Context: an optimization exercise on an open-source flow, tuned for small area, a short achievable clock period and few clock cycles per item. The choices shown serve that exercise and are no tape-out recipe.
Only simulation tests tie the RTL to the original design; equivalence was not proved.
Power figures rest on the tool's default switching activity, not on a simulated workload.

==> flow/design.v, too long to show whole: its modules and the start of the top module <==
// module isfs_unit: 119 lines
// module isfs_sub: 29 lines
// module isfs_mul_csa: 332 lines
// module isfs_sq_csa: 275 lines
// module inverse_square_field_sum_core: 372 lines
module inverse_square_field_sum_core
(
    input  logic                     clk,
    input  logic                     rst_n,
    input  logic                     in_valid,
    output logic                     in_stall,
    input  isfs_pkg::isfs_in_t                 in_data,
    output logic                     out_valid,
    input  logic                     out_stall,
    output isfs_pkg::isfs_out_t                out_data,
    input  logic                     cfg_we,
    input  logic [CFG_IDX_BITS-1:0]  cfg_index,
    input  logic [CFG_DATA_BITS-1:0] cfg_data
);
  // ...
==> flow/run.sh <==
#!/bin/bash
# synth_recipe.tcl (not shown) runs the flow's synth.tcl, then flattens the netlist and writes it again
# the make line also repeats each setting of config.mk as NAME=value (left out here)
make -C /OpenROAD-flow-scripts/flow DESIGN_CONFIG=/design/flow/config.mk WORK_HOME=/design/flow/orfs CLKGATE_MAP_FILE= SYNTH_SCRIPT=/design/flow/synth_recipe.tcl finish
==> flow/config.mk <==
export PLATFORM = sky130hd
export DESIGN_NAME = inverse_square_field_sum_core
export DESIGN_NICKNAME = inverse_square_field_sum_core
export VERILOG_FILES = /design/flow/design.v
export SDC_FILE = /design/flow/constraint.sdc
export NUM_CORES = 4
export LEC_CHECK = 0
export CAP_MARGIN = 20
export CORE_MARGIN = 2
export CORE_UTILIZATION = 50
export SETUP_SLACK_MARGIN = 5
export SLEW_MARGIN = 20
==> flow/constraint.sdc <==
create_clock -name core_clock -period 9.0 [get_ports {clk}]
set_input_delay 1.8000 -clock core_clock [delete_from_list [all_inputs] [get_ports {clk}]]
set_output_delay 1.8000 -clock core_clock [all_outputs]
set_load 0.01 [all_outputs]
==> results.toml, run 1 <==
[global_routing]
grt_max_degree = 151
globalRouteMet3Util = 0.0356
grt_first_pass_wirelength_mm = 361

[clock_tree]
hold_buffers = 0
cts_sinks = 1552

[power]
share_seq_of_total_power = 0.371
p_int_mw = 17.2

[layout]
seq_cell_count = 1552
nets = 9481
final_cell_mix = "dfxtp_1 (982), inv_1 (824), ha_1 (601)"
fin_cells = 10900
clk_share = 0.0597

[critical_path]
cp.depth = 15
critical_path_class = "register to register"
cp-end-kind = "register"
cpMaxStageDelayCell = "nand2_1"

[synthesis]
synthesis.nets = 9453
synth-edff-count = 390

[timing]
rsz0062_at_grt = "false"
tns_ns = 0
slew-limit-headroom = 0.274
fmax_mhz = 258
finClkSkew_ns = 0.0297
min_period_ns = 3.88

[floorplan]
die_h_um = 423

[detailed_routing]
top_layer_used = "met5"
wl_met2_mm = 109
ant_nets = 0
met1_length_mm = 104

[run_status]
status = "timing/DRC/antenna clean"

[place]
place_inst = 10500

[worst_hold_path]
min_path_cells = 0

[job]
max_cap_violations = 0
Testbench counts, summed over its fixed seeds: cycles 16,480, items 960.
==> module inverse_square_field_sum_core, before the edit <==
module inverse_square_field_sum_core
(
    input  logic                     clk,
    input  logic                     rst_n,
    input  logic                     in_valid,
    output logic                     in_stall,
    input  isfs_pkg::isfs_in_t                 in_data,
    output logic                     out_valid,
    input  logic                     out_stall,
    output isfs_pkg::isfs_out_t                out_data,
    input  logic                     cfg_we,
    input  logic [CFG_IDX_BITS-1:0]  cfg_index,
    input  logic [CFG_DATA_BITS-1:0] cfg_data
);
    localparam int NL = MAX_SOURCES;
    logic [2:0]                   count_reg;
    logic [2*COORD_BITS-1:0]      src_reg [NL];
    logic [23:0]                  strength_reg;
    logic [MAG_BITS-1:0]          cap_reg;
    logic [SLOT-1:0]              ring;
    logic                         par;             
    logic                         xadd, yadd;      
    logic                         va, vb, vc;      
    logic                         ha, hb, hc;      
    logic                         blocked;
    logic                         reinj;
    logic                         acc_en;
    logic                         ready;
    logic                         out_valid_reg;
    logic [2*COORD_BITS-1:0]      pa, pb, pc;      
    logic [COORD_BITS-1:0]        uxa, uya;        
    logic                         sxa, sya;
    logic [D2_BITS-1:0]           d2s, d2k;        
    logic [D2_BITS-1:0]           d2c;
    logic [MAG_BITS-1:0]          magc;
    logic [ROOT_BITS-1:0]         rc, rb;
    logic [COORD_BITS-1:0]        um;
    logic                         sm, zm;
    logic                         sgx_h, zx_h, sgy_h, sk_h;
    logic [PROD_BITS-1:0]         ps, pk;          
    logic [PROD_BITS-1:0]         prod;
    logic [15:0]                  aq;
    logic                         as, ac;
    logic signed [SUM_BITS-1:0]   sumx, sumy;
    logic [15:0]                  l_mq   [NL];
    logic                         l_ovf  [NL];
    logic [18:0]                  l_root [NL];
    logic [15:0]                  l_xq   [NL];
    logic [15:0]                  l_yq   [NL];
    logic                         l_sgx  [NL];
    logic                         l_sgy  [NL];
    logic                         l_skx  [NL];
    logic                         l_sky  [NL];
    logic                         ovfc;
    logic [4:0]                   sr4;
    logic [3:0]                   sq4;
    logic [20:0]                  mr1;
    logic                         mb1;
    logic [18:0]                  br1;
    logic [15:0]                  bq1;
    logic                         empty;
    logic                         adv;
    logic                         take;
    logic                         deliver;
    logic [2:0]                   cnt_eff;
    logic [NL-1:0]                lact;
    assign cnt_eff = (count_reg > 3'd5) ? 3'd5 : count_reg;
    always_comb
        for (int i = 0; i < NL; i++)
            lact[i] = (3'(i) < cnt_eff);
    assign empty    = !va && !vb && !vc && !blocked;
    assign take     = in_valid && ready;
    assign adv      = ring[SLOT-1] || take;
    assign deliver  = vc && !out_valid_reg && (!blocked || hc);
    assign in_stall = !ready;
    for (genvar j = 0; j < NL; j++)
    begin : g_lane
        isfs_unit u_lane (
            .clk      (clk),
            .aload    (ring[2*j+3]),
            .xload    (ring[2*j+6]),
            .yload    (ring[2*j+7]),
            .d2_in    (d2c),
            .ovf_in   (ovfc),
            .sr_in    (sr4),
            .sq_in    (sq4),
            .mr_in    (mr1),
            .mb_in    (mb1),
            .mt_in    (strength_reg[6:0]),
            .br_in    (br1),
            .bq_in    (bq1),
            .r_in     (rb),
            .sgx_in   (sgx_h),
            .sgy_in   (sgy_h),
            .skip_in  (sk_h),
            .mq       (l_mq[j]),
            .ovf      (l_ovf[j]),
            .root     (l_root[j]),
            .xq       (l_xq[j]),
            .yq       (l_yq[j]),
            .sgx      (l_sgx[j]),
            .sgy      (l_sgy[j]),
            .skx      (l_skx[j]),
            .sky      (l_sky[j])
        );
    end
    logic [2*COORD_BITS-1:0]      srcf, srcb;
    logic [15:0]                  mq_sel;
    logic                         ovf_sel;
    logic [18:0]                  root_sel;
    logic [15:0]                  q_sel;
    logic                         s_sel, k_sel;
    always_comb
    begin
        srcf     = '0;
        srcb     = '0;
        mq_sel   = '0;
        ovf_sel  = 1'b0;
        root_sel = '0;
        q_sel    = '0;
        s_sel    = 1'b0;
        k_sel    = 1'b0;
        for (int i = 0; i < NL; i++)
        begin
            if (ring[2*i])
                srcf = srcf | src_reg[i];
            if (ring[2*i+3] || ring[2*i+4])
                srcb = srcb | src_reg[i];
            if (ring[2*i+3])
            begin
                mq_sel   = mq_sel | l_mq[i];
                ovf_sel  = ovf_sel | l_ovf[i];
                root_sel = root_sel | l_root[i];
            end
            if (ring[2*i+6])
            begin
                q_sel = q_sel | l_xq[i];
                s_sel = s_sel | l_sgx[i];
                k_sel = k_sel | (lact[i] && !l_skx[i]);
            end
            if (ring[(2*i+7) % SLOT])
            begin
                q_sel = q_sel | l_yq[i];
                s_sel = s_sel | l_sgy[i];
                k_sel = k_sel | (lact[i] && !l_sky[i]);
            end
        end
    end
    logic [D2_BITS-1:0] d2s_n, d2k_n;
    isfs_sq_csa u_sq (.ux(uxa), .sx(sxa), .uy(uya), .sy(sya), .vs(d2s_n), .vc(d2k_n));
    always_comb
    begin
        logic [6:0] t;
        logic [5:0] tr;
        logic [4:0] r;
        logic [3:0] q;
        logic [21:0] md;
        ovfc = ({5'd0, strength_reg[23:8]} >= d2c);
        md   = {5'd0, strength_reg[23:7]} - {1'b0, d2c};
        mb1  = !md[21];
        mr1  = mb1 ? md[20:0] : {4'd0, strength_reg[23:7]};
        r = '0;
        q = '0;
        for (int k = 3; k >= 0; k--)
        begin
            t  = {r, (k == 3) ? {1'b0, d2c[20]} : d2c[14+2*k +: 2]};
            tr = {q, 2'b01};
            if (t >= {1'b0, tr})
            begin
                r = 5'(t - {1'b0, tr});
                q = {q[2:0], 1'b1};
            end
            else
            begin
                r = t[4:0];
                q = {q[2:0], 1'b0};
            end
        end
        sr4 = r;
        sq4 = q;
    end
    logic [PROD_BITS-1:0] ps_n, pk_n;
    isfs_mul_csa u_mul (.m(magc), .u(um), .s(sm), .vs(ps_n), .vc(pk_n));
    always_comb
    begin
        logic [19:0] bd;
        logic [18:0] bt;
        bt   = prod[25:7];
        bd   = {1'b0, bt} - {1'b0, rb};
        br1  = bd[19] ? bt : bd[18:0];
        bq1  = {prod[6:0], 8'h00, !bd[19]};
    end
    always_ff @(posedge clk)
    begin
        logic signed [COORD_BITS:0] ex, ey, em;
        ex  = $signed({1'b0, srcf[COORD_BITS-1:0]}) - $signed({1'b0, pa[COORD_BITS-1:0]});
        ey  = $signed({1'b0, srcf[2*COORD_BITS-1:COORD_BITS]})
            - $signed({1'b0, pa[2*COORD_BITS-1:COORD_BITS]});
        uxa <= ex[COORD_BITS-1:0] ^ {COORD_BITS{ex[COORD_BITS]}};
        sxa <= ex[COORD_BITS];
        uya <= ey[COORD_BITS-1:0] ^ {COORD_BITS{ey[COORD_BITS]}};
        sya <= ey[COORD_BITS];
        d2s <= d2s_n;
        d2k <= d2k_n;
        d2c <= d2s + d2k;
        if (par)
        begin
            magc <= (ovf_sel || (mq_sel > cap_reg)) ? cap_reg : mq_sel;
            rc   <= root_sel;
            rb   <= rc;
            sgy_h <= sm;
            sk_h  <= zx_h && zm;
        end
        else
        begin
            sgx_h <= sm;
            zx_h  <= zm;
        end
        em = par ? $signed({1'b0, srcb[COORD_BITS-1:0]}) - $signed({1'b0, pb[COORD_BITS-1:0]})
                 : $signed({1'b0, srcb[2*COORD_BITS-1:COORD_BITS]})
                 - $signed({1'b0, pb[2*COORD_BITS-1:COORD_BITS]});
        um <= em[COORD_BITS-1:0] ^ {COORD_BITS{em[COORD_BITS]}};
        sm <= em[COORD_BITS];
        zm <= (em == '0);
        ps   <= ps_n;
        pk   <= pk_n;
        prod <= ps + pk;
        aq <= q_sel;
        as <= s_sel;
        ac <= k_sel;
    end
    logic                         en_x, en_y;
    logic signed [SUM_BITS-1:0]   sum_x, sum_y;
    always_comb
    begin
        logic signed [SUM_BITS-1:0] base_x, base_y, add;
        en_x   = ring[7] ? deliver : (acc_en && xadd);
        en_y   = acc_en && yadd;
        base_x = ring[7] ? $signed({3'b000, pc[COORD_BITS-1:0], 8'h00}) : sumx;
        base_y = ring[8] ? $signed({3'b000, pc[2*COORD_BITS-1:COORD_BITS], 8'h00}) : sumy;
        add    = ac ? $signed({5'd0, aq} ^ {SUM_BITS{as}}) : '0;
        sum_x  = base_x + add + SUM_BITS'(ac && as);
        sum_y  = base_y + add + SUM_BITS'(ac && as);
        if (ring[15] && !sum_x[SUM_BITS-1] && sum_x[OUT_BITS-1])
            sum_x = SUM_BITS'({1'b0, {(OUT_BITS-1){1'b1}}});
        if (ring[0] && !sum_y[SUM_BITS-1] && sum_y[OUT_BITS-1])
            sum_y = SUM_BITS'({1'b0, {(OUT_BITS-1){1'b1}}});
    end
    always_ff @(posedge clk)
    begin
        if (en_x) sumx <= sum_x;
        if (en_y) sumy <= sum_y;
    end
    assign out_data.end_x = sumx[OUT_BITS-1:0];
    assign out_data.end_y = sumy[OUT_BITS-1:0];
    assign out_valid      = out_valid_reg;
    always_ff @(posedge clk)
    begin
        if (adv)
        begin
            pc <= pb;
            pb <= pa;
            if (reinj)
                pa <= pc;
            else if (take)
                pa <= in_data;
        end
    end
    logic [SLOT-1:0] ring_n;
    logic            va_n, vb_n, vc_n, ha_n, hb_n, hc_n;
    logic            blocked_n, reinj_n, acc_en_n, ready_n;
    always_comb
    begin
        ring_n    = adv ? SLOT'(1) : {ring[SLOT-2:0], ring[SLOT-1]};
        va_n      = va;
        vb_n      = vb;
        vc_n      = vc;
        ha_n      = ha;
        hb_n      = hb;
        hc_n      = hc;
        blocked_n = blocked;
        reinj_n   = reinj;
        acc_en_n  = acc_en;
        if (ring[0])
            acc_en_n = 1'b0;
        if (ring[7])
        begin
            acc_en_n = deliver;
            if (vc && !deliver)
            begin
                reinj_n = 1'b1;
                if (!blocked)
                begin
                    blocked_n = 1'b1;
                    hc_n      = 1'b1;
                end
            end
            if (deliver && hc)
                blocked_n = 1'b0;
        end
        if (adv)
        begin
            vc_n    = vb;
            hc_n    = hb;
            vb_n    = va;
            hb_n    = ha;
            va_n    = reinj || take;
            ha_n    = reinj && hc;
            reinj_n = 1'b0;
        end
        ready_n = (ring_n[SLOT-1] && !blocked_n && !reinj_n)
               || (!va_n && !vb_n && !vc_n && !blocked_n);
    end
    always_ff @(posedge clk or negedge rst_n)
    begin
        if (!rst_n)
        begin
            ring          <= SLOT'(1);
            par           <= 1'b0;
            xadd          <= 1'b0;
            yadd          <= 1'b0;
            va            <= 1'b0;
            vb            <= 1'b0;
            vc            <= 1'b0;
            ha            <= 1'b0;
            hb            <= 1'b0;
            hc            <= 1'b0;
            blocked       <= 1'b0;
            reinj         <= 1'b0;
            acc_en        <= 1'b0;
            ready         <= 1'b1;
            out_valid_reg <= 1'b0;
            count_reg     <= '0;
            strength_reg  <= STRENGTH_RESET;
            cap_reg       <= FORCE_CAP_RESET;
            for (int i = 0; i < NL; i++)
                src_reg[i] <= '0;
        end
        else
        begin
            ring    <= ring_n;
            par     <= |(ring_n & 16'hAAAA);
            xadd    <= ring_n[9] || ring_n[11] || ring_n[13] || ring_n[15];
            yadd    <= ring_n[8] || ring_n[10] || ring_n[12] || ring_n[14] || ring_n[0];
            va      <= va_n;
            vb      <= vb_n;
            vc      <= vc_n;
            ha      <= ha_n;
            hb      <= hb_n;
            hc      <= hc_n;
            blocked <= blocked_n;
            reinj   <= reinj_n;
            acc_en  <= acc_en_n;
            ready   <= ready_n;
            if (ring[0] && acc_en)
                out_valid_reg <= 1'b1;
            else if (!out_stall)
                out_valid_reg <= 1'b0;
            if (cfg_we)
            begin
                if (cfg_index == REG_SOURCE_COUNT)
                    count_reg <= cfg_data[2:0];
                else if (cfg_index == REG_STRENGTH)
                    strength_reg <= cfg_data;
                else if (cfg_index == REG_FORCE_CAP)
                    cap_reg <= cfg_data[MAG_BITS-1:0];
                else
                    src_reg[cfg_index - REG_SOURCE_A] <= cfg_data[2*COORD_BITS-1:0];
            end
        end
    end
endmodule
==> run 2, diff against run 1 <==
--- a/flow/design.v
+++ b/flow/design.v
@@ -174,6 +174,35 @@
         borrow = g[N-1];
     end
 endmodule
+module isfs_add #(parameter int N = 21)
+(
+    input  logic [N-1:0] a,
+    input  logic [N-1:0] b,
+    input  logic         ci,
+    output logic [N-1:0] s
+);
+    always_comb
+    begin
+        logic [N-1:0] g, p, h;
+        h = a ^ b;
+        g = a & b;
+        p = h;
+        g[0] = g[0] | (p[0] & ci);
+        for (int l = 1; l < N; l = l * 2)
+            for (int i = 2 * l - 1; i < N; i = i + 2 * l)
+            begin
+                g[i] = g[i] | (p[i] & g[i-l]);
+                p[i] = p[i] & p[i-l];
+            end
+        for (int l = 16; l >= 1; l = l / 2)
+            for (int i = 3 * l - 1; i < N; i = i + 2 * l)
+            begin
+                g[i] = g[i] | (p[i] & g[i-l]);
+                p[i] = p[i] & p[i-l];
+            end
+        s = h ^ {g[N-2:0], ci};
+    end
+endmodule
 module isfs_mul_csa
 (
     input  logic [15:0] m,
@@ -932,17 +961,19 @@
     end
     logic [D2_BITS-1:0] d2s_n, d2k_n;
     isfs_sq_csa u_sq (.ux(uxa), .sx(sxa), .uy(uya), .sy(sya), .vs(d2s_n), .vc(d2k_n));
+    logic [20:0] md, od;
+    logic        mbw, obw;
+    isfs_sub #(.N(21)) u_md (.t({4'd0, strength_reg[23:7]}), .d(d2c), .diff(md), .borrow(mbw));
+    isfs_sub #(.N(21)) u_od (.t({5'd0, strength_reg[23:8]}), .d(d2c), .diff(od), .borrow(obw));
     always_comb
     begin
         logic [6:0] t;
         logic [5:0] tr;
         logic [4:0] r;
         logic [3:0] q;
-        logic [21:0] md;
-        ovfc = ({5'd0, strength_reg[23:8]} >= d2c);
-        md   = {5'd0, strength_reg[23:7]} - {1'b0, d2c};
-        mb1  = !md[21];
-        mr1  = mb1 ? md[20:0] : {4'd0, strength_reg[23:7]};
+        ovfc = !obw;
+        mb1  = !mbw;
+        mr1  = mb1 ? md : {4'd0, strength_reg[23:7]};
         r = '0;
         q = '0;
         for (int k = 3; k >= 0; k--)
@@ -965,15 +996,15 @@
     end
     logic [PROD_BITS-1:0] ps_n, pk_n;
     isfs_mul_csa u_mul (.m(magc), .u(um), .s(sm), .vs(ps_n), .vc(pk_n));
-    always_comb
-    begin
-        logic [19:0] bd;
-        logic [18:0] bt;
-        bt   = prod[25:7];
-        bd   = {1'b0, bt} - {1'b0, rb};
-        br1  = bd[19] ? bt : bd[18:0];
-        bq1  = {prod[6:0], 8'h00, !bd[19]};
-    end
+    logic [18:0] bd;
+    logic        bbw;
+    isfs_sub #(.N(19)) u_bd (.t(prod[25:7]), .d(rb), .diff(bd), .borrow(bbw));
+    assign br1 = bbw ? prod[25:7] : bd;
+    assign bq1 = {prod[6:0], 8'h00, !bbw};
+    logic [D2_BITS-1:0]   d2_n;
+    logic [PROD_BITS-1:0] prod_n;
+    isfs_add #(.N(D2_BITS))   u_d2a (.a(d2s), .b(d2k), .ci(1'b0), .s(d2_n));
+    isfs_add #(.N(PROD_BITS)) u_pa  (.a(ps), .b(pk), .ci(1'b0), .s(prod_n));
     always_ff @(posedge clk)
     begin
         logic signed [COORD_BITS:0] ex, ey, em;
@@ -986,7 +1017,7 @@
         sya <= ey[COORD_BITS];
         d2s <= d2s_n;
         d2k <= d2k_n;
-        d2c <= d2s + d2k;
+        d2c <= d2_n;
         if (par)
         begin
             magc <= (ovf_sel || (mq_sel > cap_reg)) ? cap_reg : mq_sel;
@@ -1008,32 +1039,29 @@
         zm <= (em == '0);
         ps   <= ps_n;
         pk   <= pk_n;
-        prod <= ps + pk;
+        prod <= prod_n;
         aq <= q_sel;
         as <= s_sel;
         ac <= k_sel;
     end
-    logic                         en_x, en_y;
-    logic signed [SUM_BITS-1:0]   sum_x, sum_y;
-    always_comb
-    begin
-        logic signed [SUM_BITS-1:0] base_x, base_y, add;
-        en_x   = ring[7] ? deliver : (acc_en && xadd);
-        en_y   = acc_en && yadd;
-        base_x = ring[7] ? $signed({3'b000, pc[COORD_BITS-1:0], 8'h00}) : sumx;
-        base_y = ring[8] ? $signed({3'b000, pc[2*COORD_BITS-1:COORD_BITS], 8'h00}) : sumy;
-        add    = ac ? $signed({5'd0, aq} ^ {SUM_BITS{as}}) : '0;
-        sum_x  = base_x + add + SUM_BITS'(ac && as);
-        sum_y  = base_y + add + SUM_BITS'(ac && as);
-        if (ring[15] && !sum_x[SUM_BITS-1] && sum_x[OUT_BITS-1])
-            sum_x = SUM_BITS'({1'b0, {(OUT_BITS-1){1'b1}}});
-        if (ring[0] && !sum_y[SUM_BITS-1] && sum_y[OUT_BITS-1])
-            sum_y = SUM_BITS'({1'b0, {(OUT_BITS-1){1'b1}}});
-    end
+    logic signed [SUM_BITS-1:0]   addv, sum_a;
+    assign addv = ac ? $signed({5'd0, aq} ^ {SUM_BITS{as}}) : '0;
+    isfs_add #(.N(SUM_BITS)) u_acc (.a(par ? sumx : sumy), .b(addv), .ci(ac && as), .s(sum_a));
     always_ff @(posedge clk)
     begin
-        if (en_x) sumx <= sum_x;
-        if (en_y) sumy <= sum_y;
+        if (ring[6] && deliver)
+        begin
+            sumx <= $signed({3'b000, pc[COORD_BITS-1:0], 8'h00});
+            sumy <= $signed({3'b000, pc[2*COORD_BITS-1:COORD_BITS], 8'h00});
+        end
+        if (acc_en && xadd)
+            sumx <= sum_a;
+        if (acc_en && yadd)
+            sumy <= sum_a;
+        if (acc_en && ring[0] && !sumx[SUM_BITS-1] && sumx[OUT_BITS-1])
+            sumx <= SUM_BITS'({1'b0, {(OUT_BITS-1){1'b1}}});
+        if (acc_en && ring[1] && !sumy[SUM_BITS-1] && sumy[OUT_BITS-1])
+            sumy <= SUM_BITS'({1'b0, {(OUT_BITS-1){1'b1}}});
     end
     assign out_data.end_x = sumx[OUT_BITS-1:0];
     assign out_data.end_y = sumy[OUT_BITS-1:0];
@@ -1065,9 +1093,9 @@
         blocked_n = blocked;
         reinj_n   = reinj;
         acc_en_n  = acc_en;
-        if (ring[0])
+        if (ring[1])
             acc_en_n = 1'b0;
-        if (ring[7])
+        if (ring[6])
         begin
             acc_en_n = deliver;
             if (vc && !deliver)
@@ -1124,7 +1152,7 @@
         begin
             ring    <= ring_n;
             par     <= |(ring_n & 16'hAAAA);
-            xadd    <= ring_n[9] || ring_n[11] || ring_n[13] || ring_n[15];
+            xadd    <= ring_n[7] || ring_n[9] || ring_n[11] || ring_n[13] || ring_n[15];
             yadd    <= ring_n[8] || ring_n[10] || ring_n[12] || ring_n[14] || ring_n[0];
             va      <= va_n;
             vb      <= vb_n;
@@ -1136,7 +1164,7 @@
             reinj   <= reinj_n;
             acc_en  <= acc_en_n;
             ready   <= ready_n;
-            if (ring[0] && acc_en)
+            if (ring[1] && acc_en)
                 out_valid_reg <= 1'b1;
             else if (!out_stall)
                 out_valid_reg <= 1'b0;
--- a/flow/config.mk
+++ b/flow/config.mk
@@ -7,6 +7,6 @@
 export LEC_CHECK = 0
 export CAP_MARGIN = 20
 export CORE_MARGIN = 2
-export CORE_UTILIZATION = 50
+export CORE_UTILIZATION = 60
 export SETUP_SLACK_MARGIN = 5
 export SLEW_MARGIN = 20
==> results.toml, run 2 <==
[run_status]
status = "timing/DRC/antenna clean"

[synthesis]
synth-compound-area-share = 0.125
synth_flop_cell = "dfxtp_1"
synthXorXnorAreaFrac = 0.0319
seq_area_frac_synth = 0.412
netlist.area_leader.share = 0.240
async_flop_share = 0.111
synth_area_leaders = "dfxtp_1 (24%), edfxtp_1 (12%), fa_1 (10%), ha_1 (8.4%), mux2_2 (5.9%)"
synthCells = 8081
yosysTopAreaCell = "dfxtp_1"
avgSynthCellArea_um2 = 10.6
synth-simple-area-share = 0.109
synth_fa_ha_area_frac = 0.189
synth_top_family_by_area = "adder cells"
synth-edff-count = 348
synth_commonest_cells = "dfxtp_1 (1031), inv_1 (869), ha_1 (581)"
synth_cell_types = 97
synthesis.nets = 9164
ys.warnings.count = 19
yosysMostFrequentCell = "dfxtp_1"
synth_area_um2 = 86100
synth_seq_cells = 1552
synth.mux.area_fraction = 0.0752

[floorplan]
io_pins = 94
fp.dieW_um = 383
die_h_um = 383
rows = 138
coreArea_um2 = 142000
dieArea_um2 = 146000
start_util = 0.606

[place]
place_inst = 9724
hpwlAfterDp_mm = 146
gp_congestion = 0.889
portBuffers = 93
pre_cts_slack_ns = 3.47
placed_area_um2 = 88400

[clock_tree]
path_clk_slew_ns = 0.06
numCtsBuffers = 167
cts_sinks = 1552
ctsLongestPathBuffers = 3
h-tree-depth = 4
clkLatencyLatePin_ns = 0.82
hold_buffers = 0
cts_root_buf = "clkbuf_16"
tritoncts = "done"

[timing]
fmax_mhz = 255
slew-limit-headroom = 0.273
worst_pin_slew_ns = 1.09
rsz0062_at_grt = "true"
tns_ns = 0
setup_viol = 0
timing.final.ws_setup_ns = 5.07
slew_violations = 0
finalHoldViolations = 0
finClkSkew_ns = 0.0301
post-route-period-util = 0.436
min_period_ns = 3.93
timing.hold.ws_ns = 0.413

[detailed_routing]
drt-vias-per-instance = 5.81
ant_nets = 0
drt_iter0_drc = 4157
vias = 58900
dr.pass1.iters = 10
wl_per_cell_um = 20.7
wl_mm = 210
drc_errors = 0

[layout]
area_delta_synth_final_pct = 11.6
drive_gt1_frac = 0.134
reg.largest.list = "g_lane.u_lane.d2 (105), g_lane.u_lane.m_r (105)"
final_area_um2 = 96100
layout.cells.most_common = "dfxtp_1"
nets = 9188
final_core_util = 0.677
final_cell_mix = "dfxtp_1 (1021), inv_1 (860), ha_1 (577)"
fin_cells = 10100

[critical_path]
cp.arrival_ns = 4.60
start_kind = "register"
critical_path_class = "register to register"
required_ns = 9.68
crit_path_max_fanout = 6
cp-end-kind = "register"

[global_routing]
antenna_found_initial = 2
grt_util_all_layers = 0.286
grt_max_degree = 136
gr-total-overflow = 0
grt_first_pass_wirelength_mm = 332
grt_pass1_vias = 59900

[power]
p_per_area_nw_per_um2 = 265
finalPower_mw = 25.4
p_leak_nw = 42.8
vdd_drop_max_uv = 307

[job]
max_cap_violations = 0

[worst_hold_path]
hp-class = "register to register"
-- run 2: changes by cell type after synthesis, sizes merged, moves of 52 or more --
| cell | change |
|---|---|
| nand3 | -52 |
| o21ai | +71 |
| nor2 | -167 |
| nand2 | +111 |
| mux2 | +62 |
| a21oi | -237 |
-- run 2: path summary, 6_finish.rpt --
check                                  startpoint                      end  slack [ns]  depth (start not counted)
setup / recovery                            rb[0]  g_lane[0].u_lane.x_r[5]        5.07                         19
hold / removal             g_lane[3].u_lane.sgy_l     g_lane[3].u_lane.sgy        0.41                          0
min in group asynchronous                   rst_n                   acc_en        0.83                          1
setup reg to reg                            rb[0]  g_lane[0].u_lane.x_r[5]        5.07                         19
max in group asynchronous                   rst_n                  ring[7]        6.77                          2
hold reg to reg            g_lane[3].u_lane.sgy_l     g_lane[3].u_lane.sgy        0.41                          0
-- run 2: area by class of cell --
type                            count  area (µm²)
Inverter                          873        3300
Timing Repair inverter              1        5.00
Tap cell                         1890        2360
Clock buffer                      242        4720
Clock inverter                     73         885
Sequential cell                  1552       35500
Fill cell                       11100       45900
Antenna cell                        3        7.51
Multi-Input combinational cell   5246       46400
Timing Repair Buffer              264        2830
-- run 2: power breakdown --
group          switching (mW)  internal [mW]
clock network            2.95           4.01
logic                    4.55           4.33
registers               0.867           8.71
-- run 2: cells by family after synthesis --
family | after synthesis
AO/OA/AOI/OAI | 1469
flip-flops | 1552
XOR/XNOR | 313
buffers and inverters | 1286
multiplexers | 588
adder cells (fa/ha/maj) | 1031
AND/OR/NAND/NOR | 1842
-- run 2: critical path, stage by stage, from the launching register on --
cell and delay (ns):
edfxtp_1 0.41, ha_2 0.20, inv_2 0.06, fa_2 0.22, nor2b_2 0.05, o21ai_2 0.19, a21boi_2 0.09, o211a_1 0.25
o211ai_1 0.18, buf_4 0.17, a31oi_4 0.08, nand3_2 0.11, nand2_2 0.06, a31o_4 0.25, fa_4 0.55, buf_16 0.20
a21oi_4 0.20, buf_6 0.17, nor2_4 0.03, a311o_1 0.32
-- run 2: timing repair --
item / CTS / global route
resized for setup: 130 / 80
buffers inserted: 43 / 46
pin swaps: 18 / 40
gates cloned: 6 / 3
endpoints found under the setup margin: 377 / 373
-- run 2: metal layers --
metal,global-route usage,up-vias,share of wire
met4,0.0966,0,0.032
met1,0.385,29100,0.45
met2,0.481,1318,0.48
met3,0.0345,356,0.043
met5,0,-,0
li1,-,28100,-
Testbench counts of run 2, summed over its fixed seeds: cycles 16,512, items 960.
==> module isfs_unit, before the edit <==
module isfs_unit
(
    input  logic        clk,
    input  logic        aload,       
    input  logic        xload,       
    input  logic        yload,       
    input  logic [20:0] d2_in,
    input  logic        ovf_in,
    input  logic [4:0]  sr_in,       
    input  logic [3:0]  sq_in,       
    input  logic [20:0] mr_in,       
    input  logic        mb_in,       
    input  logic [6:0]  mt_in,       
    input  logic [18:0] br_in,       
    input  logic [15:0] bq_in,       
    input  logic [18:0] r_in,
    input  logic        sgx_in,
    input  logic        sgy_in,
    input  logic        skip_in,
    output logic [15:0] mq,
    output logic        ovf,
    output logic [18:0] root,
    output logic [15:0] xq,
    output logic [15:0] yq,
    output logic        sgx,
    output logic        sgy,
    output logic        skx,
    output logic        sky
);
    logic [20:0] d2;
    logic [20:0] m_r;
    logic [15:0] m_q;
    logic [19:0] s_r;
    logic [18:0] s_q;
    logic [13:0] rad;
    logic [18:0] r;
    logic [18:0] x_r, y_r;
    logic [15:0] x_q, y_q;
    logic        sgy_l, sky_l;
    logic [21:0] m_t, s_t;
    logic [22:0] m_d, s_d;
    logic        m_take, s_take;
    always_comb
    begin
        m_t    = {m_r, m_q[15]};
        m_take = !m_d[22];
        s_t    = {s_r, rad[13:12]};
        s_take = !s_d[22];
    end
    always_ff @(posedge clk)
    begin
        if (aload)
        begin
            d2  <= d2_in;
            ovf <= ovf_in;
            m_r <= mr_in;
            m_q <= {mt_in, 8'h00, mb_in};
            s_r <= {15'd0, sr_in};
            s_q <= {15'd0, sq_in};
            rad <= d2_in[13:0];
        end
        else
        begin
            m_r <= m_take ? m_d[20:0] : m_t[20:0];
            m_q <= {m_q[14:0], m_take};
            s_r <= s_take ? s_d[19:0] : s_t[19:0];
            s_q <= {s_q[17:0], s_take};
            rad <= {rad[11:0], 2'b00};
        end
    end
    isfs_sub #(.N(22)) u_ms (.t(m_t), .d({1'b0, d2}), .diff(m_d[21:0]), .borrow(m_d[22]));
    isfs_sub #(.N(22)) u_ss (.t(s_t), .d({2'b00, s_q[17:0], 2'b01}), .diff(s_d[21:0]), .borrow(s_d[22]));
    logic [19:0] x_t, y_t;
    logic [20:0] x_d, y_d;
    logic        x_take, y_take;
    always_comb
    begin
        x_t    = {x_r, x_q[15]};
        x_take = !x_d[20];
        y_t    = {y_r, y_q[15]};
        y_take = !y_d[20];
    end
    isfs_sub #(.N(20)) u_xs (.t(x_t), .d({1'b0, r}), .diff(x_d[19:0]), .borrow(x_d[20]));
    isfs_sub #(.N(20)) u_ys (.t(y_t), .d({1'b0, r}), .diff(y_d[19:0]), .borrow(y_d[20]));
    always_ff @(posedge clk)
    begin
        if (xload)
        begin
            r     <= r_in;
            x_r   <= br_in;
            x_q   <= bq_in;
            sgx   <= sgx_in;
            sgy_l <= sgy_in;
            skx   <= skip_in;
            sky_l <= skip_in;
        end
        else
        begin
            x_r <= x_take ? x_d[18:0] : x_t[18:0];
            x_q <= {x_q[14:0], x_take};
        end
        if (yload)
        begin
            y_r <= br_in;
            y_q <= bq_in;
            sgy <= sgy_l;
            sky <= sky_l;
        end
        else
        begin
            y_r <= y_take ? y_d[18:0] : y_t[18:0];
            y_q <= {y_q[14:0], y_take};
        end
    end
    assign mq   = m_q;
    assign root = s_q;
    assign xq   = x_q;
    assign yq   = y_q;
endmodule
==> run 3, diff against run 2 <==
--- a/flow/design.v
+++ b/flow/design.v
@@ -26,9 +26,10 @@
         logic signed [OUT_BITS-1:0] end_x;
     } isfs_out_t;
 endpackage
-module isfs_unit
+module isfs_unit #(parameter int A0 = 0, parameter int SL = 16)
 (
     input  logic        clk,
+    input  logic [SL-1:0] ring,      
     input  logic        aload,       
     input  logic        xload,       
     input  logic        yload,       
@@ -60,11 +61,18 @@
     logic [15:0] m_q;
     logic [19:0] s_r;
     logic [18:0] s_q;
-    logic [13:0] rad;
     logic [18:0] r;
     logic [18:0] x_r, y_r;
     logic [15:0] x_q, y_q;
     logic        sgy_l, sky_l;
+    logic [1:0] pair;
+    always_comb
+    begin
+        pair = 2'b00;
+        for (int k = 0; k < 7; k++)
+            if (ring[(A0 + 1 + k) % SL])
+                pair = pair | d2[13-2*k -: 2];
+    end
     logic [21:0] m_t, s_t;
     logic [22:0] m_d, s_d;
     logic        m_take, s_take;
@@ -72,7 +80,7 @@
     begin
         m_t    = {m_r, m_q[15]};
         m_take = !m_d[22];
-        s_t    = {s_r, rad[13:12]};
+        s_t    = {s_r, pair};
         s_take = !s_d[22];
     end
     always_ff @(posedge clk)
@@ -85,7 +93,6 @@
             m_q <= {mt_in, 8'h00, mb_in};
             s_r <= {15'd0, sr_in};
             s_q <= {15'd0, sq_in};
-            rad <= d2_in[13:0];
         end
         else
         begin
@@ -93,7 +100,6 @@
             m_q <= {m_q[14:0], m_take};
             s_r <= s_take ? s_d[19:0] : s_t[19:0];
             s_q <= {s_q[17:0], s_take};
-            rad <= {rad[11:0], 2'b00};
         end
     end
     isfs_sub #(.N(22)) u_ms (.t(m_t), .d({1'b0, d2}), .diff(m_d[21:0]), .borrow(m_d[22]));
@@ -888,8 +894,9 @@
     assign in_stall = !ready;
     for (genvar j = 0; j < NL; j++)
     begin : g_lane
-        isfs_unit u_lane (
+        isfs_unit #(.A0(2*j+3), .SL(SLOT)) u_lane (
             .clk      (clk),
+            .ring     (ring),
             .aload    (ring[2*j+3]),
             .xload    (ring[2*j+6]),
             .yload    (ring[2*j+7]),
==> results.toml, run 3 <==
[critical_path]
cp.arrival_ns = 4.58
rr_endpoint = "g_lane[4].u_lane.y_r[18]"
critPathTopFamily = "compound AO/OA/AOI/OAI gates"
critPathMaxStageDelay_ns = 0.77
path_cells = "ha_2 > inv_2 > fa_2 > inv_2 > a21o_1 > a21o_1 > a21o_1 > o31a_1 > a31oi_4 > o21ai_2 > a21boi_2 > o21ai_2 > fa_4 > nor2_4 > a21oi_4 > buf_6 > buf_8 > nand2_2 > o31ai_2 > a31oi_1"
r2r_slack_ns = 5.07
required_ns = 9.65
cpMaxStageDelayCell = "fa_4"
cp.buffers_inverters = 4
worst_r2r_path_depth = 20
critical_path_class = "register to register"
crit_top_cell = "a21o_1"
start_kind = "register"
crit_path_max_fanout = 5
cp-end-kind = "register"
r2r-start = "rb[0]"

[synthesis]
seq_area_frac_synth = 0.407
synth_top_family_by_area = "adder cells"
synth_area_um2 = 83500
synth-simple-area-share = 0.0992
synthCells = 7740
synthXorXnorAreaFrac = 0.0332
async_flop_share = 0.117
avgSynthCellArea_um2 = 10.8
synth-compound-area-share = 0.112
netlist.area_leader.share = 0.230
synth_fa_ha_area_frac = 0.195
synth_cell_types = 87
synth_area_leaders = "dfxtp_1 (23%), edfxtp_1 (13%), fa_1 (11%), ha_1 (8.7%), mux2_2 (5.4%)"
synth_commonest_cells = "dfxtp_1 (961), inv_1 (808), ha_1 (581)"
synthesis.nets = 8823
yosysMostFrequentCell = "dfxtp_1"
synth_seq_cells = 1482
ys.warnings.count = 23
yosysTopAreaCell = "dfxtp_1"
synth_flop_cell = "dfxtp_1"
synth-edff-count = 348
synth.mux.area_fraction = 0.0967

[power]
vdd_drop_max_uv = 207
switching_share = 0.326
share_seq_of_total_power = 0.372
combinationalPowerShare = 0.346
p_int_mw = 16.7
p_per_area_nw_per_um2 = 263
p_leak_nw = 43.6
clkPwrFrac = 0.282
switchingPower_mw = 8.08

[layout]
area_delta_synth_final_pct = 12.6
multi_input_area_um2 = 45800
drive_gt1_frac = 0.136
fill_cells = 10500
final_cell_mix = "dfxtp_1 (958), inv_1 (797), ha_1 (574)"
reg.largest.list = "g_lane.u_lane.d2 (105), g_lane.u_lane.m_r (105)"
final_core_util = 0.682
final_area_um2 = 94000
nets = 8909
seqCellArea_um2 = 34100
layout.cells.most_common = "dfxtp_1"

[clock_tree]
ctsLongestPathBuffers = 3
cts_root_buf = "clkbuf_16"
cts_sinks = 1482
path_clk_slew_ns = 0.06
numCtsBuffers = 161
h-tree-depth = 4
clkLatencyLatePin_ns = 0.79
tritoncts = "done"

[timing]
slew_violations = 0
setup_viol = 0
fmax_mhz = 255
finClkSkew_ns = 0.0325
worst_pin_slew_ns = 1.04
tns_ns = 0
post-route-period-util = 0.436
finalHoldViolations = 0
slew-limit-headroom = 0.304
min_period_ns = 3.93
timing.hold.ws_ns = 0.413
rsz0062_at_grt = "true"

[place]
portBuffers = 93
hpwlAfterDp_mm = 145
placed_area_um2 = 85800
gp_congestion = 0.876

[detailed_routing]
vias = 57000
ant_nets = 0
drc_errors = 0
wl_per_cell_um = 21.7
drt_iter0_drc = 4407
dr.pass1.iters = 8
wl_mm = 212
drt-vias-per-instance = 5.84

[floorplan]
dieArea_um2 = 142000
die_h_um = 377
coreArea_um2 = 138000
fp.dieW_um = 377
io_pins = 94
start_util = 0.606
rows = 136

[worst_hold_path]
hold_end = "g_lane[0].u_lane.sgy"
min_path_cells = 0
hold_start = "g_lane[0].u_lane.sgy_l"
hp-class = "register to register"

[run_status]
status = "timing/DRC/antenna clean"

[global_routing]
grt_util_all_layers = 0.295
grt_first_pass_wirelength_mm = 326
gr-total-overflow = 0
grt_pass1_vias = 57400
antenna_found_initial = 2
grt_max_degree = 101

[job]
max_cap_violations = 0
[run 3: repair_timing]
action / 4_1_cts / 5_1_grt
hold buffers: 0 / 0
setup buffers: 58 / 60
pin swaps: 23 / 48
cloned: 7 / 9
setup endpoints to repair: 464 / 422
endpoints found under the hold margin: 0 / 0
resized for setup: 145 / 106
[run 3: how the worst max path moves through the flow]
stage,cells after the start,slack (ns),endpoint,from
floorplan,18,5.00,um[1],ring[5]
global placement,14,3.80,um[0],ring[8]
detailed placement,14,3.67,um[1],ring[8]
CTS,20,5.00,g_lane[4].u_lane.y_r[18],rb[0]
global route,20,4.91,g_lane[4].u_lane.y_r[18],rb[0]
finish,20,5.07,g_lane[4].u_lane.y_r[18],rb[0]
[run 3: cell families (layout without fill, tap and decap cells)]
group	after synthesis	after routing
compound gates	1326	1329
buf+inv	1192	1412
simple gates	1636	1640
flops	1482	1482
fa+ha+maj	1031	1031
other cells	0	1
xor+xnor	317	317
mux	756	756
[run 3: stage by stage]
stage	instances	setup slack [ns]	total power, mW
5_1_grt	9761	4.91	26.4
4_1_cts	9690	5.00	24.8
2_1_floorplan	7740	5.00	15.8
3_5_place_dp	9321	3.67	17.6
3_3_place_gp	9321	3.80	17.3
6_report	9762	5.07	24.8
[run 3: cell type report]
type	count	share of cell area
Inverter	813	0.0327
Tap cell	1794	0.0239
Multi-Input combinational cell	5073	0.488
Antenna cell	1	0.0000266
Clock inverter	73	0.00999
Timing Repair Buffer	295	0.0332
Clock buffer	231	0.0502
Sequential cell	1482	0.362
[run 3: power by group through the flow]
stage | combinational, mW | sequential (mW) | clock, mW
2_1_floorplan | 6.78 | 9.03 | 0
3_3_place_gp | 8.02 | 9.31 | 0
3_5_place_dp | 8.32 | 9.30 | 0
4_1_cts | 8.48 | 9.19 | 7.08
5_1_grt | 9.70 | 9.37 | 7.36
6_report | 8.57 | 9.22 | 6.97
[run 3: metal layers]
layer  GRT usage  part of all wire  vias to the layer above
li1            -                 -                    27000
met1       0.414              0.46                    28000
met2       0.462              0.45                     1593
met3      0.0499             0.062                      340
met4       0.102             0.035                        2
met5           0          0.000061                        -
Testbench counts of run 3, summed over its fixed seeds: cycles 16,512, items 960.
==> run 4, diff against run 3 <==
--- a/flow/config.mk
+++ b/flow/config.mk
@@ -5,6 +5,7 @@
 export SDC_FILE = /design/flow/constraint.sdc
 export NUM_CORES = 4
 export LEC_CHECK = 0
+export ABC_AREA = 1
 export CAP_MARGIN = 20
 export CORE_MARGIN = 2
 export CORE_UTILIZATION = 60
==> results.toml, run 4 <==
[clock_tree]
ctsLongestPathBuffers = 3
tritoncts = "done"
numCtsBuffers = 161
cts_sinks = 1482
h-tree-depth = 4
clkLatencyLatePin_ns = 0.82
path_clk_slew_ns = 0.06
cts_root_buf = "clkbuf_16"

[synthesis]
yosysMostFrequentCell = "nand2_1"
synthCells = 9913
seq_area_frac_synth = 0.405
async_flop_share = 0.117
yosysTopAreaCell = "dfxtp_1"
ys.warnings.count = 23
synth_seq_cells = 1482
synth_area_leaders = "dfxtp_1 (23%), edfxtp_1 (12%), nand2_1 (11%), fa_1 (11%), ha_1 (8.6%)"
synth_cell_types = 59
synth-edff-count = 348
synth_commonest_cells = "nand2_1 (2431), inv_1 (1585), dfxtp_1 (961)"
synthesis.nets = 11000
synth_area_um2 = 84000
synth_flop_cell = "dfxtp_1"
netlist.area_leader.share = 0.229
avgSynthCellArea_um2 = 8.48

[place]
portBuffers = 93
gp_congestion = 0.932
pre_cts_slack_ns = 3.99
hpwlAfterDp_mm = 183

[critical_path]
cp.arrival_ns = 2.21
start_kind = "register"
cp-end-kind = "primary output"
required_ns = 7.20
critPathMaxStageDelay_ns = 0.76
path_cells = "clkdlybuf4s50_1"
critPathTopFamily = "buffers and inverters"
cpMaxStageDelayCell = "clkdlybuf4s50_1"
crit_path_max_fanout = 3
cp.buffers_inverters = 1
critical_path_class = "register to primary output"

[power]
switching_share = 0.381
p_leak_nw = 46.8
vdd_drop_max_uv = 401
share_seq_of_total_power = 0.350
combinationalPowerShare = 0.398
switchingPower_mw = 10.3
clkPwrFrac = 0.252
p_per_area_nw_per_um2 = 290
p_int_mw = 16.6

[detailed_routing]
dr.pass1.iters = 6
drt_iter0_drc = 5477
vias = 66600
wl_per_cell_um = 21.3
drt-vias-per-instance = 5.61
drc_errors = 0
ant_nets = 0
wl_mm = 252

[timing]
rsz0062_at_grt = "true"
worst_pin_slew_ns = 1.19
min_period_ns = 4.01
post-route-period-util = 0.446
setup_viol = 0
tns_ns = 0
fmax_mhz = 249
slew-limit-headroom = 0.201
finalHoldViolations = 0
slew_violations = 0
finClkSkew_ns = 0.0334
timing.final.ws_setup_ns = 4.99

[worst_hold_path]
hp-class = "register to register"

[layout]
final_cell_mix = "nand2_1 (2420), inv_1 (1573), dfxtp_1 (959)"
area_delta_synth_final_pct = 10.1
layout.cells.most_common = "nand2_1"
drive_gt1_frac = 0.0572
final_core_util = 0.665
reg.largest.list = "g_lane.u_lane.d2 (105), g_lane.u_lane.m_r (105)"
nets = 10900

[floorplan]
fp.dieW_um = 378
die_h_um = 378
rows = 137
dieArea_um2 = 143000
coreArea_um2 = 139000
start_util = 0.604
io_pins = 94

[global_routing]
grt_util_all_layers = 0.352
gr-total-overflow = 0
grt_max_degree = 112
grt_first_pass_wirelength_mm = 382
antenna_found_initial = 19
grt_pass1_vias = 65000

[job]
max_cap_violations = 0

[run_status]
status = "timing/DRC/antenna clean"
[run 4: area by class of cell]
type	instances	area, µm²
multi-input cells	6377	42400
fillers	11700	46600
clock buffers	227	4600
well taps	1876	2350
clock inverters	76	840
repair buffers	217	2180
flip-flops and latches	1482	34100
diodes	5	12.5
inverters	1605	6080
repair inverters	1	7.51
[run 4: cell families (layout without fill, tap and decap cells)]
group / after synthesis / in the layout / synth area share
other cells: 0 / 5 / 0
flops: 1482 / 1482 / 0.405
simple gates: 3519 / 3519 / 0.171
buf+inv: 2054 / 2126 / 0.0948
mux: 2 / 2 / 0.000238
fa+ha+maj: 1031 / 1031 / 0.194
compound gates: 1555 / 1555 / 0.107
xor+xnor: 270 / 270 / 0.0281
[run 4: path summary, 6_finish.rpt]
| path | startpoint | endpoint | slack (ns) | depth (start not counted) |
|---|---|---|---|---|
| worst max-delay path | sumx[0] | out_data[0] | 4.99 | 1 |
| worst min-delay path | g_lane[3].u_lane.m_q[7] | g_lane[3].u_lane.m_q[8] | 0.42 | 2 |
| worst max register to register | ring[11] | g_lane[3].u_lane.s_r[19] | 5.08 | 15 |
| worst min register to register | g_lane[3].u_lane.m_q[7] | g_lane[3].u_lane.m_q[8] | 0.42 | 2 |
| max in group asynchronous | rst_n | src_reg[1][13] | 6.82 | 2 |
| min in group asynchronous | rst_n | cap_reg[5] | 0.88 | 1 |
[run 4: worst reg2reg max path, delay by kind of cell, from the launching register on]
kind / cells / cell delay [ns]
compound gates: 1 / 0.28
fa+ha+maj: 1 / 0.34
simple gates: 13 / 2.59
flops: 1 / 0.65
[run 4: through the flow]
step	power, mW	instance area (µm²)	instances	hold slack, ns
global route	29.1	92600	11900	0.421
finish	26.9	92600	11900	0.415
CTS	26.9	92000	11800	0.404
floorplan	17.3	84100	9913	0.400
global placement	19.7	86100	11500	0.402
detailed placement	20.1	86100	11500	0.405
[run 4: routing by layer]
metal,routed length [µm],up-vias,track usage
met1,103000,31900,0.452
met4,14600,12,0.190
met5,82,-,0
li1,-,31600,-
met3,18200,627,0.0565
met2,116000,2407,0.569
[run 4: power groups by stage]
stage	clock network, mW	registers, mW	logic, mW
after floorplan	0	9.07	8.25
after global placement	0	9.51	10.2
after detailed placement	0	9.51	10.6
after CTS	6.84	9.40	10.7
after global routing	7.11	9.56	12.4
final	6.77	9.42	10.7
[run 4: timing repair]
action                     in CTS  in global routing
gates cloned                    1                  2
setup endpoints to repair     286                221
setup buffers                  13                 24
pin swaps                       0                  6
gates resized for setup        81                 44
hold buffers                    0                  0
==> run 5, diff against run 4 <==
--- a/flow/config.mk
+++ b/flow/config.mk
@@ -8,6 +8,6 @@
 export ABC_AREA = 1
 export CAP_MARGIN = 20
 export CORE_MARGIN = 2
-export CORE_UTILIZATION = 60
+export CORE_UTILIZATION = 65
 export SETUP_SLACK_MARGIN = 5
 export SLEW_MARGIN = 20
==> results.toml, run 5 <==
[place]
hpwlAfterDp_mm = 176
gp_congestion = 0.945
portBuffers = 93

[synthesis]
synth_cell_types = 59
synth_commonest_cells = "nand2_1 (2431), inv_1 (1585), dfxtp_1 (961)"
synth_fa_ha_area_frac = 0.194
avgSynthCellArea_um2 = 8.48
ys.warnings.count = 23
synth_top_family_by_area = "adder cells"
synthesis.nets = 11000
yosysMostFrequentCell = "nand2_1"
synthCells = 9913
synth_area_um2 = 84000
synth-compound-area-share = 0.107
synth-simple-area-share = 0.171
synth.mux.area_fraction = 0.000238
async_flop_share = 0.117
synth_seq_cells = 1482
synthXorXnorAreaFrac = 0.0281
netlist.area_leader.share = 0.229
synth-edff-count = 348
seq_area_frac_synth = 0.405
yosysTopAreaCell = "dfxtp_1"
synth_area_leaders = "dfxtp_1 (23%), edfxtp_1 (12%), nand2_1 (11%), fa_1 (11%), ha_1 (8.6%)"
synth_flop_cell = "dfxtp_1"

[power]
share_seq_of_total_power = 0.351
switchingPower_mw = 10.2
combinationalPowerShare = 0.399
p_leak_nw = 46.7
p_per_area_nw_per_um2 = 291
vdd_drop_max_uv = 511
p_int_mw = 16.6
clkPwrFrac = 0.250
switching_share = 0.381

[floorplan]
rows = 131
start_util = 0.657
coreArea_um2 = 128000
dieArea_um2 = 132000
die_h_um = 364
fp.dieW_um = 364
io_pins = 94

[clock_tree]
ctsLongestPathBuffers = 3
hold_buffers = 0
cts_root_buf = "clkbuf_16"
path_clk_slew_ns = 0.06
numCtsBuffers = 158
cts_sinks = 1482
clkLatencyLatePin_ns = 0.81
tritoncts = "done"
h-tree-depth = 4

[timing]
slew-limit-headroom = 0.269
fmax_mhz = 256
finClkSkew_ns = 0.0247
tns_ns = 0
post-route-period-util = 0.434
finalHoldViolations = 0
slew_violations = 0
timing.hold.ws_ns = 0.416
worst_pin_slew_ns = 1.10
setup_viol = 0
min_period_ns = 3.91
rsz0062_at_grt = "true"

[critical_path]
crit_path_max_fanout = 26
cp.arrival_ns = 4.65
start_kind = "register"
cp-end-kind = "register"
critical_path_class = "register to register"
required_ns = 9.74

[layout]
drive_gt1_frac = 0.0564
reg.largest.list = "g_lane.u_lane.d2 (105), g_lane.u_lane.m_r (105)"
area_delta_synth_final_pct = 9.68
final_cell_mix = "nand2_1 (2417), inv_1 (1574), dfxtp_1 (960)"
nets = 10900
layout.cells.most_common = "nand2_1"

[run_status]
status = "timing/DRC/antenna clean"

[detailed_routing]
dr.pass1.iters = 6
drt_iter0_drc = 6218
ant_nets = 0
wl_per_cell_um = 20.8
drt-vias-per-instance = 5.72
vias = 66900
wl_mm = 244
drc_errors = 0

[global_routing]
antenna_found_initial = 9
grt_max_degree = 91
grt_pass1_vias = 65800
gr-total-overflow = 0
grt_util_all_layers = 0.370
grt_first_pass_wirelength_mm = 375

[job]
max_cap_violations = 0

[worst_hold_path]
hp-class = "register to register"
-- run 5: cell counts after synthesis --
No cell type changed its count.
-- run 5: logic make-up after synthesis --
logic type,Yosys count
AND/OR/NAND/NOR,3519
buffers and inverters,2054
AO/OA/AOI/OAI,1555
flip-flops,1482
adder cells (fa/ha/maj),1031
XOR/XNOR,270
multiplexers,2
-- run 5: stage by stage --
step / instances / setup WS [ns] / total power [mW] / area (µm²) / util
finish: 11700 / 5.09 / 26.8 / 92200 / 0.720
global route: 11700 / 4.86 / 29.0 / 92200 / 0.720
CTS: 11700 / 4.99 / 26.8 / 91700 / 0.716
detailed placement: 11400 / 4.09 / 20.1 / 86000 / 0.672
global placement: 11400 / 4.23 / 19.6 / 86000 / 0.672
floorplan: 9913 / 5.03 / 17.3 / 84100 / -
-- run 5: worst max-delay path: stages (launching register included) --
cell,delay (ns)
dfrtp_4,0.66
nor2_1,0.39
clkinvlp_4,0.50
a221oi_1,0.38
o221ai_1,0.18
ha_1,0.41
nand2_1,0.11
o21ai_0,0.34
nand4_1,0.18
nand2_1,0.10
nand2_1,0.05
nand3_1,0.12
nand2_1,0.13
nor2_1,0.11
nand3_1,0.08
nor2_1,0.09
-- run 5: power by group through the flow --
stage / combinational, mW / sequential (mW) / clock (mW)
6_report: 10.7 / 9.41 / 6.68
5_1_grt: 12.4 / 9.55 / 7.01
4_1_cts: 10.7 / 9.38 / 6.74
3_5_place_dp: 10.6 / 9.49 / 0
3_3_place_gp: 10.1 / 9.49 / 0
2_1_floorplan: 8.25 / 9.07 / 0
-- run 5: repair_timing --
action,4_1_cts,5_1_grt
setup endpoints to repair,260,298
cloned,0,3
resized for setup,71,54
buffers inserted,8,18
pin swaps,2,2
-- run 5: worst paths after layout --
path,slack (ns),from,end,cells past startpoint
min,0.42,rc[15],rb[15],0
max reg2reg,5.09,ring[6],zm,15
max in group asynchronous,6.34,rst_n,ring[10],2
min in group asynchronous,1.04,rst_n,strength_reg[4],1
min reg2reg,0.42,rc[15],rb[15],0
max,5.09,ring[6],zm,15
-- run 5: per-layer routing --
layer	wire length [µm]	up-vias	GRT usage
met2	113000	2764	0.610
li1	-	31600	-
met4	15600	2	0.202
met1	95500	31800	0.469
met5	12	-	0
met3	18900	714	0.0576
-- run 5: final cells by class --
type | count | area, µm²
timing repair buffer | 210 | 2070
clock buffer | 221 | 4490
antenna | 4 | 10.0
multi-input combinational | 6377 | 42400
tap | 1729 | 2160
timing repair inverter | 2 | 12.5
fill | 9973 | 35800
inverter | 1605 | 6080
sequential | 1482 | 34100
clock inverter | 74 | 850
==> run 6, diff against run 5 <==
--- a/flow/config.mk
+++ b/flow/config.mk
@@ -9,5 +9,7 @@
 export CAP_MARGIN = 20
 export CORE_MARGIN = 2
 export CORE_UTILIZATION = 65
+export CTS_CLUSTER_DIAMETER = 70
+export CTS_CLUSTER_SIZE = 16
 export SETUP_SLACK_MARGIN = 5
 export SLEW_MARGIN = 20
==> results.toml, run 6 <==
[run_status]
status = "timing/DRC/antenna clean"

[synthesis]
netlist.area_leader.share = 0.229
ys.warnings.count = 23
synth_area_um2 = 84000
synthesis.nets = 11000
synth-edff-count = 348
synth_commonest_cells = "nand2_1 (2431), inv_1 (1585), dfxtp_1 (961)"
yosysTopAreaCell = "dfxtp_1"
avgSynthCellArea_um2 = 8.48
synth_area_leaders = "dfxtp_1 (23%), edfxtp_1 (12%), nand2_1 (11%), fa_1 (11%), ha_1 (8.6%)"
synth_seq_cells = 1482
synth_cell_types = 59
yosysMostFrequentCell = "nand2_1"
async_flop_share = 0.117
synth_flop_cell = "dfxtp_1"
seq_area_frac_synth = 0.405
synthCells = 9913

[timing]
fmax_mhz = 257
finalHoldViolations = 0
timing.hold.ws_ns = 0.408
timing.final.ws_setup_ns = 5.11
finClkSkew_ns = 0.0363
slew-limit-headroom = 0.252
setup_viol = 0
slew_violations = 0
tns_ns = 0
post-route-period-util = 0.432
min_period_ns = 3.89
worst_pin_slew_ns = 1.12
rsz0062_at_grt = "true"

[power]
finalPower_mw = 25.1
vdd_drop_max_uv = 507
p_per_area_nw_per_um2 = 278
p_leak_nw = 45.9

[detailed_routing]
wl_per_cell_um = 20.9
drt_iter0_drc = 5947
wl_met2_mm = 113
ant_nets = 0
dr.pass1.iters = 8
drc_errors = 0
wl_mm = 243
drt-vias-per-instance = 5.74
routed-wl-met3_mm = 18.2
vias = 66700
top_layer_used = "met5"
met1_length_mm = 96.3

[clock_tree]
clkLatencyLatePin_ns = 0.78
h-tree-depth = 3
tritoncts = "done"
numCtsBuffers = 113
hold_buffers = 0
ctsLongestPathBuffers = 3
cts_sinks = 1482
cts_root_buf = "clkbuf_16"
path_clk_slew_ns = 0.07

[layout]
fill_cells = 10200
drive_gt1_frac = 0.0476
layout.cells.most_common = "nand2_1"
nets = 10900
reg.largest.list = "g_lane.u_lane.d2 (105), g_lane.u_lane.m_r (105)"
final_cell_mix = "nand2_1 (2418), inv_1 (1574), dfxtp_1 (959)"
area_delta_synth_final_pct = 7.70
final_core_util = 0.707

[floorplan]
io_pins = 94
start_util = 0.657
dieArea_um2 = 132000
die_h_um = 364
fp.dieW_um = 364
coreArea_um2 = 128000
rows = 131

[critical_path]
start_kind = "register"
crit_path_max_fanout = 26
cp-end-kind = "register"
critical_path_class = "register to register"
required_ns = 9.71
cp.arrival_ns = 4.60

[global_routing]
antenna_found_initial = 11
grt_pass1_vias = 65300
gr-total-overflow = 0
grt_util_all_layers = 0.367
grt_max_degree = 91
grt_first_pass_wirelength_mm = 373

[place]
portBuffers = 93
hpwlAfterDp_mm = 176
gp_congestion = 0.945
pre_cts_slack_ns = 4.09

[worst_hold_path]
hp-class = "register to register"

[job]
max_cap_violations = 0
run 6: changes by cell type in the layout (fill, tap and decap cells not counted), moves of 5 or more:
cell and change:
bufinv_16 -9, clkbuf_1 +15, clkbuf_16 -46, clkbuf_8 -14, clkinv_1 -6, clkinv_2 -27
clkinvlp_4 -6, inv_6 +5
run 6: power breakdown:
part | switching (mW) | internal, mW
sequential | 0.948 | 8.44
clock | 2.56 | 2.53
combinational | 6.39 | 4.29
total | 9.89 | 15.3
run 6: cell families after synthesis:
| group | count (synthesis) | synth area share |
|---|---|---|
| fa+ha+maj | 1031 | 0.194 |
| flops | 1482 | 0.405 |
| xor+xnor | 270 | 0.0281 |
| mux | 2 | 0.000238 |
| buf+inv | 2054 | 0.0948 |
| simple gates | 3519 | 0.171 |
| compound gates | 1555 | 0.107 |
run 6: metrics by stage:
stage	instances	cell area (µm²)
after global placement	11400	86000
after floorplan	9913	84100
after global routing	11600	90500
after detailed placement	11400	86000
after CTS	11600	89900
final	11600	90500
run 6: area by class of cell:
type	count	area (µm²)	share of cell area
diodes	5	12.5	0.000138
clock inverters	30	349	0.00386
repair inverters	1	7.51	0.0000829
inverters	1605	6080	0.0672
multi-input cells	6377	42400	0.469
repair buffers	217	2190	0.0242
clock buffers	178	3220	0.0355
flip-flops and latches	1482	34100	0.377
well taps	1729	2160	0.0239
run 6: worst paths after layout:
check                           startpoint         endpoint  slack, ns  depth (start not counted)
worst max-delay path               ring[6]               zm       5.11                         15
worst min-delay path                 rc[1]            rb[1]       0.41                          0
worst max register to register     ring[6]               zm       5.11                         15
worst min register to register       rc[1]            rb[1]       0.41                          0
max in group asynchronous            rst_n         ring[10]       6.37                          2
min in group asynchronous            rst_n  strength_reg[4]       1.08                          1
run 6: routing by layer:
layer | global-route usage | up-vias
met2 | 0.604 | 2714
met4 | 0.201 | 4
met5 | 0 | -
li1 | - | 31500
met1 | 0.470 | 31800
met3 | 0.0525 | 690
run 6: what timing repair did:
action,in CTS,in global routing
gates resized for setup,71,54
cloned,0,2
buffers inserted,6,27
setup endpoints to repair,247,316
pin swaps,2,6
run 6: worst max-delay path: stages, from the launching register on:
cell,delay [ns]
dfrtp_4,0.66
nor2_1,0.38
clkinvlp_4,0.50
a221oi_1,0.38
o221ai_1,0.18
ha_1,0.41
nand2_1,0.11
o21ai_0,0.34
nand4_1,0.18
nand2_1,0.10
nand2_1,0.05
nand3_1,0.12
nand2_1,0.13
nor2_1,0.11
nand3_1,0.08
nor2_1,0.09
==> run 7, diff against run 6 <==
--- a/flow/config.mk
+++ b/flow/config.mk
@@ -8,7 +8,7 @@
 export ABC_AREA = 1
 export CAP_MARGIN = 20
 export CORE_MARGIN = 2
-export CORE_UTILIZATION = 65
+export CORE_UTILIZATION = 60
 export CTS_CLUSTER_DIAMETER = 70
 export CTS_CLUSTER_SIZE = 16
 export SETUP_SLACK_MARGIN = 5
==> results.toml, run 7 <==
[run_status]
status = "timing/DRC/antenna clean"

[place]
gp_congestion = 0.932
placed_area_um2 = 86100
portBuffers = 93
hpwlAfterDp_mm = 183

[detailed_routing]
drt-vias-per-instance = 5.62
dr.pass1.iters = 9
ant_nets = 0
wl_per_cell_um = 21.4
drt_iter0_drc = 5433
vias = 66200
drc_errors = 0
wl_mm = 252

[clock_tree]
cts_sinks = 1482
numCtsBuffers = 118
clkLatencyLatePin_ns = 0.77
tritoncts = "done"
ctsLongestPathBuffers = 3
path_clk_slew_ns = 0.08
hold_buffers = 0
cts_root_buf = "clkbuf_16"
h-tree-depth = 3

[timing]
finalHoldViolations = 0
min_period_ns = 3.95
slew-limit-headroom = 0.186
finClkSkew_ns = 0.0335
worst_pin_slew_ns = 1.21
post-route-period-util = 0.438
tns_ns = 0
setup_viol = 0
fmax_mhz = 253
slew_violations = 0
rsz0062_at_grt = "true"

[synthesis]
synth-edff-count = 348
netlist.area_leader.share = 0.229
seq_area_frac_synth = 0.405
synth_cell_types = 59
async_flop_share = 0.117
yosysTopAreaCell = "dfxtp_1"
avgSynthCellArea_um2 = 8.48
synth_top_family_by_area = "adder cells"
synthCells = 9913
synth.mux.area_fraction = 0.000238
synthesis.nets = 11000
yosysMostFrequentCell = "nand2_1"
synth_flop_cell = "dfxtp_1"
synth_area_leaders = "dfxtp_1 (23%), edfxtp_1 (12%), nand2_1 (11%), fa_1 (11%), ha_1 (8.6%)"
synth_seq_cells = 1482
synth_fa_ha_area_frac = 0.194
synth-compound-area-share = 0.107
ys.warnings.count = 23
synthXorXnorAreaFrac = 0.0281
synth_area_um2 = 84000
synth_commonest_cells = "nand2_1 (2431), inv_1 (1585), dfxtp_1 (961)"
synth-simple-area-share = 0.171

[floorplan]
fp.dieW_um = 378
io_pins = 94
start_util = 0.604
die_h_um = 378
rows = 137
dieArea_um2 = 143000
coreArea_um2 = 139000

[global_routing]
antenna_found_initial = 14
grt_util_met2 = 0.571
grt_pass1_vias = 64600
grt_util_all_layers = 0.349
gr-total-overflow = 0
globalRouteMet3Util = 0.0474
grtUsageMet1 = 0.456
grt_first_pass_wirelength_mm = 381
top_usage_layer = "met2"
grt_max_degree = 112

[layout]
area_delta_synth_final_pct = 8.31
nets = 10900
reg.largest.list = "g_lane.u_lane.d2 (105), g_lane.u_lane.m_r (105)"
drive_gt1_frac = 0.0497
final_area_um2 = 91000
final_cell_mix = "nand2_1 (2420), inv_1 (1573), dfxtp_1 (960)"
layout.cells.most_common = "nand2_1"

[critical_path]
required_ns = 7.20
critPathTopFamily = "buffers and inverters"
path_cells = "clkdlybuf4s50_1"
worst_r2r_path_depth = 15
critical_path_class = "register to primary output"
cp.buffers_inverters = 1
cp-end-kind = "primary output"
cp.arrival_ns = 2.15
cpMaxStageDelayCell = "clkdlybuf4s50_1"
critPathMaxStageDelay_ns = 0.75
cp.depth = 1
start_kind = "register"
crit_path_max_fanout = 3

[worst_hold_path]
hp-class = "register to register"
min_path_cells = 0

[power]
p_leak_nw = 46.1
p_per_area_nw_per_um2 = 280
vdd_drop_max_uv = 402

[job]
max_cap_violations = 0
## run 7: cell counts after synthesis
No cell type changed its count.
## run 7: worst paths after layout
kind                                   startpoint                       to  slack, ns
max                                       sumx[0]              out_data[0]       5.05
min                        g_lane[2].u_lane.sgy_l     g_lane[2].u_lane.sgy       0.41
max reg2reg                              ring[10]  g_lane[3].u_lane.s_r[5]       5.16
min reg2reg                g_lane[2].u_lane.sgy_l     g_lane[2].u_lane.sgy       0.41
max in group asynchronous                   rst_n           src_reg[0][13]       6.76
min in group asynchronous                   rst_n          strength_reg[3]       0.92
## run 7: cells by family after synthesis
kind of cell	after synthesis
compound gates	1555
xor+xnor	270
fa+ha+maj	1031
buf+inv	2054
flops	1482
mux	2
simple gates	3519
## run 7: where the power goes
group	switching [mW]	leakage [nW]	internal, mW
clock network	2.63	1.86	2.76
logic	6.41	30.7	4.28
registers	0.962	13.5	8.44
## run 7: final cells by class
type                            count  area, µm²
Tap cell                         1876       2350
Clock buffer                      182       3430
Antenna cell                        2       5.00
Clock inverter                     37        404
Timing Repair Buffer              225       2280
Timing Repair inverter              1       7.51
Inverter                         1605       6080
Multi-Input combinational cell   6377      42400
Fill cell                       11800      48200
Sequential cell                  1482      34100
## run 7: layer usage
layer,part of all wire,vias up
met1,0.41,31700
met5,0.00025,-
met4,0.059,10
li1,-,31500
met2,0.46,2327
met3,0.069,593
## run 7: timing repair
action                     in CTS  in global routing
pin swaps                       0                  8
setup buffers                  15                 30
gates cloned                    1                  2
resized for setup              82                 43
setup endpoints to repair     286                228
## run 7: metrics by stage
step | hold WS, ns | instances | util | setup slack, ns | power [mW]
after floorplan | 0.400 | 9913 | - | 5.03 | 17.3
after global placement | 0.402 | 11500 | 0.619 | 4.03 | 19.7
after detailed placement | 0.405 | 11500 | 0.619 | 3.99 | 20.1
after CTS | 0.406 | 11800 | 0.650 | 5.00 | 25.5
after global routing | 0.430 | 11800 | 0.654 | 4.99 | 27.6
final | 0.411 | 11800 | 0.654 | 5.05 | 25.5

static timing again, ports no longer ideal:
No port has a modelled driver above. Below, the same layouts with a new extraction and two added sets of constraints.
Step 1 sets driving cells, clkbuf_16 on the clock port and buf_2 on the other inputs (assumed; they add their load-dependent delay and slew).
Step 2 also shifts input and output timing later by t, the mid clock arrival at the registers, as if the neighbouring blocks saw the same clock.
Slacks: ideal ports / drivers / drivers and shift; pairs: ideal ports / drivers.
| run | t, ns | setup WS [ns] | hold slack, ns | clock arrival spread, ns | pins driven straight from the clock port |
|---|---|---|---|---|---|
| run 1 | 0.909 | 5.118 / 5.118 / 4.752 | 0.416 / 0.416 / 0.416 | 0.040 / 0.041 | 1 |
| run 2 | 0.892 | 5.074 / 5.074 / 4.422 | 0.413 / 0.413 / 0.413 | 0.034 / 0.034 | 1 |
| run 3 | 0.858 | 5.072 / 5.072 / 4.777 | 0.413 / 0.413 / 0.413 | 0.035 / 0.036 | 1 |
| run 4 | 0.881 | 4.987 / 4.906 / 4.396 | 0.415 / 0.415 / 0.415 | 0.036 / 0.037 | 1 |
| run 5 | 0.885 | 5.091 / 5.091 / 4.578 | 0.416 / 0.416 / 0.416 | 0.030 / 0.030 | 1 |
| run 6 | 0.845 | 5.111 / 5.111 / 4.553 | 0.408 / 0.408 / 0.408 | 0.038 / 0.037 | 1 |
| run 7 | 0.831 | 5.055 / 4.974 / 4.407 | 0.411 / 0.411 / 0.411 | 0.037 / 0.037 | 1 |
After both steps setup and hold are still met in every run listed. For run 2, which loses most, drivers alone change the setup slack by 0.000 ns; drivers and shift together by -0.652 ns.
